Source: an optimization exercise on an open RTL-to-GDS flow (aim: small area and a short achievable clock period). Production flows keep margins and buffers that such runs may drop.
RTL that was checked went through simulation tests only; none was proved equivalent to the original.

## rev 12
==> flow/design.v <==
package backend_pkg;
    localparam int WORD_W = 16;
    localparam int REG_N  = 4;
    localparam int IMM_W  = 8;
    typedef logic [WORD_W-1:0]        word_t;
    typedef logic [$clog2(REG_N)-1:0] reg_idx_t;
    typedef enum logic [3:0] {
        ADD, SUB, AND, ORR, NOT, TCP, SHL, SHR,
        LHI, ADI, LWD, SWD, WWD, HLT
    } op_t;
    typedef struct packed {
        logic             valid;
        op_t              op;
        reg_idx_t         rs;
        reg_idx_t         rt;
        reg_idx_t         rd;
        logic [IMM_W-1:0] imm;
    } issue_t;
    typedef struct packed {
        word_t    alu_result;  
        word_t    r_data1;     
        word_t    r_data2;     
        reg_idx_t rd;
        logic     mem_read;
        logic     mem_write;
        logic     reg_write;
        logic     mem_to_reg;
        logic     is_wwd;
        logic     is_done;
    } ex_mem_t;
    typedef struct packed {
        word_t    wb_data;
        word_t    wwd_data;
        reg_idx_t rd;
        logic     reg_write;
        logic     is_wwd;
        logic     is_done;
    } mem_wb_t;
endpackage
module mem_lines (
    input  logic [15:0]  lo,
    input  logic [15:0]  rhi,
    input  logic [15:0]  whi,
    output logic [255:0] rd_line,
    output logic [255:0] wr_line
);
    for (genvar w = 0; w < 256; w++) begin : g_line
        assign rd_line[w] = lo[w % 16] & rhi[w / 16];
        assign wr_line[w] = lo[w % 16] & whi[w / 16];
    end
endmodule
module mem_bank (
    input  logic               clk,
    input  logic [15:0]        rd_line,
    input  logic [15:0]        wr_line,
    input  backend_pkg::word_t wr_data,
    output backend_pkg::word_t rd_data
);
    localparam int W = backend_pkg::WORD_W;
    logic [16*W-1:0] words;    
    always_ff @(posedge clk) begin
        for (int w = 0; w < 16; w++) begin
            if (wr_line[w]) begin
                words[W*w +: W] <= wr_data;
            end
        end
    end
    always_comb begin
        rd_data = '0;
        for (int w = 0; w < 16; w++) begin
            rd_data = rd_data | ({W{rd_line[w]}} & words[W*w +: W]);
        end
    end
endmodule
module cpu_backend (
    input  logic               clk,
    input  logic               rst,
    input  logic               issue_valid,
    input  logic [3:0]         issue_op,
    input  logic [1:0]         issue_rs,
    input  logic [1:0]         issue_rt,
    input  logic [1:0]         issue_rd,
    input  logic [7:0]         issue_imm,
    input  logic               flush,
    output logic               wwd_valid,
    output backend_pkg::word_t wwd_data,
    output logic               done
);
    localparam int W = backend_pkg::WORD_W;
    logic               ex_wr;       
    logic               ex_wwd;
    logic               ex_hlt;
    logic [1:0]         ex_rd;
    backend_pkg::word_t ex_res;      
    backend_pkg::word_t ex_b;        
    logic [15:0]        ex_lo;       
    logic [15:0]        ex_rhi;      
    logic [15:0]        ex_whi;      
    backend_pkg::word_t regs [0:backend_pkg::REG_N-1];
    backend_pkg::word_t mem_rd_data;
    backend_pkg::word_t mem_result;
    logic [255:0]       rd_line;
    logic [255:0]       wr_line;
    backend_pkg::word_t bank_rd [0:15];
    mem_lines u_mem_lines (
        .lo      (ex_lo),
        .rhi     (ex_rhi),
        .whi     (ex_whi),
        .rd_line (rd_line),
        .wr_line (wr_line)
    );
    for (genvar b = 0; b < 16; b++) begin : g_bank
        mem_bank u_bank (
            .clk     (clk),
            .rd_line (rd_line[16*b +: 16]),
            .wr_line (wr_line[16*b +: 16]),
            .wr_data (ex_b),
            .rd_data (bank_rd[b])
        );
    end
    always_comb begin
        mem_rd_data = '0;
        for (int b = 0; b < 16; b++) begin
            mem_rd_data = mem_rd_data | bank_rd[b];
        end
    end
    assign mem_result = mem_rd_data | ex_res;
    always_ff @(posedge clk) begin
        if (rst) begin
            for (int i = 0; i < backend_pkg::REG_N; i++) begin
                regs[i] <= '0;
            end
        end else if (ex_wr) begin
            regs[ex_rd] <= mem_result;
        end
    end
    logic accept;
    logic is_add, is_sub, is_and, is_orr, is_not, is_tcp, is_shl, is_shr, is_lhi, is_imm;
    logic is_ld, is_st, is_wr;
    always_comb begin
        accept = issue_valid & ~flush;
        is_add = (issue_op == 4'd0);
        is_sub = (issue_op == 4'd1);
        is_and = (issue_op == 4'd2);
        is_orr = (issue_op == 4'd3);
        is_not = (issue_op == 4'd4);
        is_tcp = (issue_op == 4'd5);
        is_shl = (issue_op == 4'd6);
        is_shr = (issue_op == 4'd7);
        is_lhi = (issue_op == 4'd8);
        is_imm = (issue_op == 4'd9) || (issue_op == 4'd10) || (issue_op == 4'd11);  
        is_ld  = (issue_op == 4'd10);
        is_st  = (issue_op == 4'd11);
        is_wr  = (issue_op <= 4'd10);
    end
    backend_pkg::word_t op_a;
    backend_pkg::word_t op_b;
    assign op_a = (ex_wr && ex_rd == issue_rs) ? mem_result : regs[issue_rs];
    assign op_b = (ex_wr && ex_rd == issue_rt) ? mem_result : regs[issue_rt];
    function automatic backend_pkg::word_t carries(input backend_pkg::word_t g, input backend_pkg::word_t p);
        backend_pkg::word_t gg;
        backend_pkg::word_t pp;
        gg = g;
        pp = p;
        for (int d = 1; d < 16; d = d * 2) begin
            for (int i = 15; i >= d; i--) begin
                gg[i] = gg[i] | (pp[i] & gg[i-d]);
                pp[i] = pp[i] & pp[i-d];
            end
        end
        carries = {gg[14:0], 1'b0};
    endfunction
    backend_pkg::word_t imm_sext;
    backend_pkg::word_t x, y, g, p, sum, result;
    assign imm_sext = {{8{issue_imm[7]}}, issue_imm};
    assign x = is_sub ? ~op_a : op_a;
    always_comb begin
        y = '0;
        if (is_add || is_sub) y = op_b;
        if (is_imm) y = imm_sext;
        if (is_tcp) y = 16'hffff;
    end
    assign p   = x ^ y;
    assign g   = x & y;
    assign sum = p ^ carries(g, p) ^ {W{is_sub | is_tcp}};
    always_comb begin
        if (is_add || is_sub || is_tcp || is_imm) result = sum;
        else if (is_and) result = op_a & op_b;
        else if (is_orr) result = op_a | op_b;
        else if (is_not) result = ~op_a;
        else if (is_shl) result = {op_a[14:0], 1'b0};
        else if (is_shr) result = {op_a[15], op_a[15:1]};
        else if (is_lhi) result = {issue_imm, 8'h00};
        else result = op_a;                       
    end
    function automatic logic [15:0] onehot4(input logic [3:0] v);
        onehot4 = 16'h0001 << v;
    endfunction
    always_ff @(posedge clk) begin
        if (rst) begin
            ex_wr  <= 1'b0;
            ex_wwd <= 1'b0;
            ex_hlt <= 1'b0;
            ex_whi <= '0;
        end else begin
            ex_wr  <= accept & is_wr;
            ex_wwd <= accept & (issue_op == 4'd12);
            ex_hlt <= accept & (issue_op == 4'd13);
            ex_whi <= (accept & is_st) ? onehot4(sum[7:4]) : 16'h0000;
        end
    end
    always_ff @(posedge clk) begin
        ex_rd  <= issue_rd;
        ex_res <= is_ld ? '0 : result;
        ex_b   <= op_b;
        ex_lo  <= onehot4(sum[3:0]);
        ex_rhi <= is_ld ? onehot4(sum[7:4]) : 16'h0000;
    end
    always_ff @(posedge clk) begin
        if (rst) begin
            wwd_valid <= 1'b0;
            done      <= 1'b0;
        end else begin
            wwd_valid <= ex_wwd;
            done      <= ex_hlt;
        end
    end
    always_ff @(posedge clk) begin
        wwd_data <= ex_res;    
    end
endmodule
module backend_top (
    input  logic        clk,
    input  logic        rst,           
    input  logic        issue_valid,
    input  logic [3:0]  issue_op,
    input  logic [1:0]  issue_rs,
    input  logic [1:0]  issue_rt,
    input  logic [1:0]  issue_rd,
    input  logic [7:0]  issue_imm,
    input  logic        flush,
    output logic        wwd_valid,
    output logic [15:0] wwd_data,
    output logic        done
);
    cpu_backend u_cpu_backend (
        .clk         (clk),
        .rst         (rst),
        .issue_valid (issue_valid),
        .issue_op    (issue_op),
        .issue_rs    (issue_rs),
        .issue_rt    (issue_rt),
        .issue_rd    (issue_rd),
        .issue_imm   (issue_imm),
        .flush       (flush),
        .wwd_valid   (wwd_valid),
        .wwd_data    (wwd_data),
        .done        (done)
    );
endmodule
==> flow/config.mk <==
export PLATFORM = sky130hd
export DESIGN_NAME = backend_top
export DESIGN_NICKNAME = backend_top
export VERILOG_FILES = /design/flow/design.v
export SDC_FILE = /design/flow/constraint.sdc
export NUM_CORES = 4
export LEC_CHECK = 0
export CAP_MARGIN = 30
export CORE_MARGIN = 2
export CORE_UTILIZATION = 50
export SETUP_SLACK_MARGIN = 3.5
export SLEW_MARGIN = 40
export SYNTH_HIERARCHICAL = 1
export SYNTH_MEMORY_MAX_BITS = 8192
export SYNTH_MINIMUM_KEEP_SIZE = 0
==> flow/constraint.sdc <==
create_clock -name core_clock -period 7.5 [get_ports {clk}]
set_input_delay 1.5000 -clock core_clock [delete_from_list [all_inputs] [get_ports {clk}]]
set_output_delay 1.5000 -clock core_clock [all_outputs]
set_load 0.01 [all_outputs]
standard.sh (not shown) runs the stock make flow with config.mk's settings and CLKGATE_MAP_FILE= SYNTH_SCRIPT=/design/flow/synth_recipe.tcl, a recipe that flattens the netlist after the stock synthesis.
==> flow/flow/run.sh <==
#!/bin/bash
# Layout: the standard flow (standard.sh), except that Yosys does not
# extract full/half adder cells (ADDER_MAP_FILE empty). The adder cells are
# boxes that ABC cannot see through, so with them ABC maps the logic behind
# them as if it were off the critical path. Registers are unaffected.
set -euo pipefail
bash standard.sh ADDER_MAP_FILE= finish > flow_make.log 2>&1
[inputs] rev 13 vs rev 12
-- flow/design.v --
<<< rev 12, line 50
    end
endmodule
module mem_bank (
    input  logic               clk,
    input  logic [15:0]        rd_line,
    input  logic [15:0]        wr_line,
    input  backend_pkg::word_t wr_data,
    output backend_pkg::word_t rd_data
);
    localparam int W = backend_pkg::WORD_W;
    logic [16*W-1:0] words;    
    always_ff @(posedge clk) begin
        for (int w = 0; w < 16; w++) begin
            if (wr_line[w]) begin
                words[W*w +: W] <= wr_data;
            end
        end
    end
    always_comb begin
        rd_data = '0;
        for (int w = 0; w < 16; w++) begin
            rd_data = rd_data | ({W{rd_line[w]}} & words[W*w +: W]);
        end
    end
endmodule
module cpu_backend (
    input  logic               clk,
>>> rev 13, line 50
    end
endmodule
module cpu_backend (
    input  logic               clk,
<<< rev 12, line 98
    logic [15:0]        ex_whi;      
    backend_pkg::word_t regs [0:backend_pkg::REG_N-1];
    backend_pkg::word_t mem_rd_data;
    backend_pkg::word_t mem_result;
    logic [255:0]       rd_line;
    logic [255:0]       wr_line;
    backend_pkg::word_t bank_rd [0:15];
    mem_lines u_mem_lines (
        .lo      (ex_lo),
>>> rev 13, line 75
    logic [15:0]        ex_whi;      
    backend_pkg::word_t regs [0:backend_pkg::REG_N-1];
    logic [256*W-1:0]   words;
    logic [255:0]       rd_line;
    logic [255:0]       wr_line;
    backend_pkg::word_t mem_rd_data;
    backend_pkg::word_t mem_result;
    mem_lines u_mem_lines (
        .lo      (ex_lo),
<<< rev 12, line 110
        .wr_line (wr_line)
    );
    for (genvar b = 0; b < 16; b++) begin : g_bank
        mem_bank u_bank (
            .clk     (clk),
            .rd_line (rd_line[16*b +: 16]),
            .wr_line (wr_line[16*b +: 16]),
            .wr_data (ex_b),
            .rd_data (bank_rd[b])
        );
    end
    always_comb begin
        mem_rd_data = '0;
        for (int b = 0; b < 16; b++) begin
            mem_rd_data = mem_rd_data | bank_rd[b];
        end
    end
>>> rev 13, line 87
        .wr_line (wr_line)
    );
    always_ff @(posedge clk) begin
        for (int w = 0; w < 256; w++) begin
            if (wr_line[w]) begin
                words[W*w +: W] <= ex_b;
            end
        end
    end
    always_comb begin
        mem_rd_data = '0;
        for (int w = 0; w < 256; w++) begin
            mem_rd_data = mem_rd_data | ({W{rd_line[w]}} & words[W*w +: W]);
        end
    end
==> comparison <==
Rev 13 never completed, since it errored out during global routing.
~same mux share of post-synthesis cell area in rev 13 and rev 12
[compare] base=rev 12 new=rev 13: detailed-placement wirelength estimate up 190%, count of cells resized by post-cts repair up 236, number of buffers created by CTS up 5, number of nets produced by synthesis up 257.
Rev 13 vs. rev 12: xor and xnor fraction of the mapped netlist area about even, basic-gate share of the synthesized area counting and, or, nand and nor cells increased by 1.1 points relative to the old numbers, area of the mapped netlist fell by 1.5%, setup slack at placement increased by 0.081 ns relative to the old numbers.
Synthesized cell count for rev 13: 3.0% up relative to rev 12
Chip height (lower): rev 13
Comparing compound-gate portion of the synthesized area for rev 13 and rev 12, the smaller number came from rev 13.
Only the layout flow was run in rev 13; the RTL was not checked for function there.

separate check: timing with driven ports:
No port has a modelled driver above. Below, the same layout with a new extraction and two added sets of constraints.
Step 1, drivers: a clkbuf_16 drives clk and a buf_2 each remaining input, both assumed.
Step 2 also shifts input and output timing later by t, the mid clock arrival at the registers, as if the neighbouring blocks saw the same clock.
Slacks: no drivers / after step 1 / after step 2; pairs: no drivers / after step 1.
run: rev 12
t, ns: 1.061
slack for setup (ns): 2.145 / 2.145 / 1.524
latest minus earliest clock arrival (ns): 0.070 / 0.070
After both steps rev 12 still meets setup and hold. For rev 12, drivers alone change the setup slack by 0.000 ns; drivers and shift together by -0.621 ns.
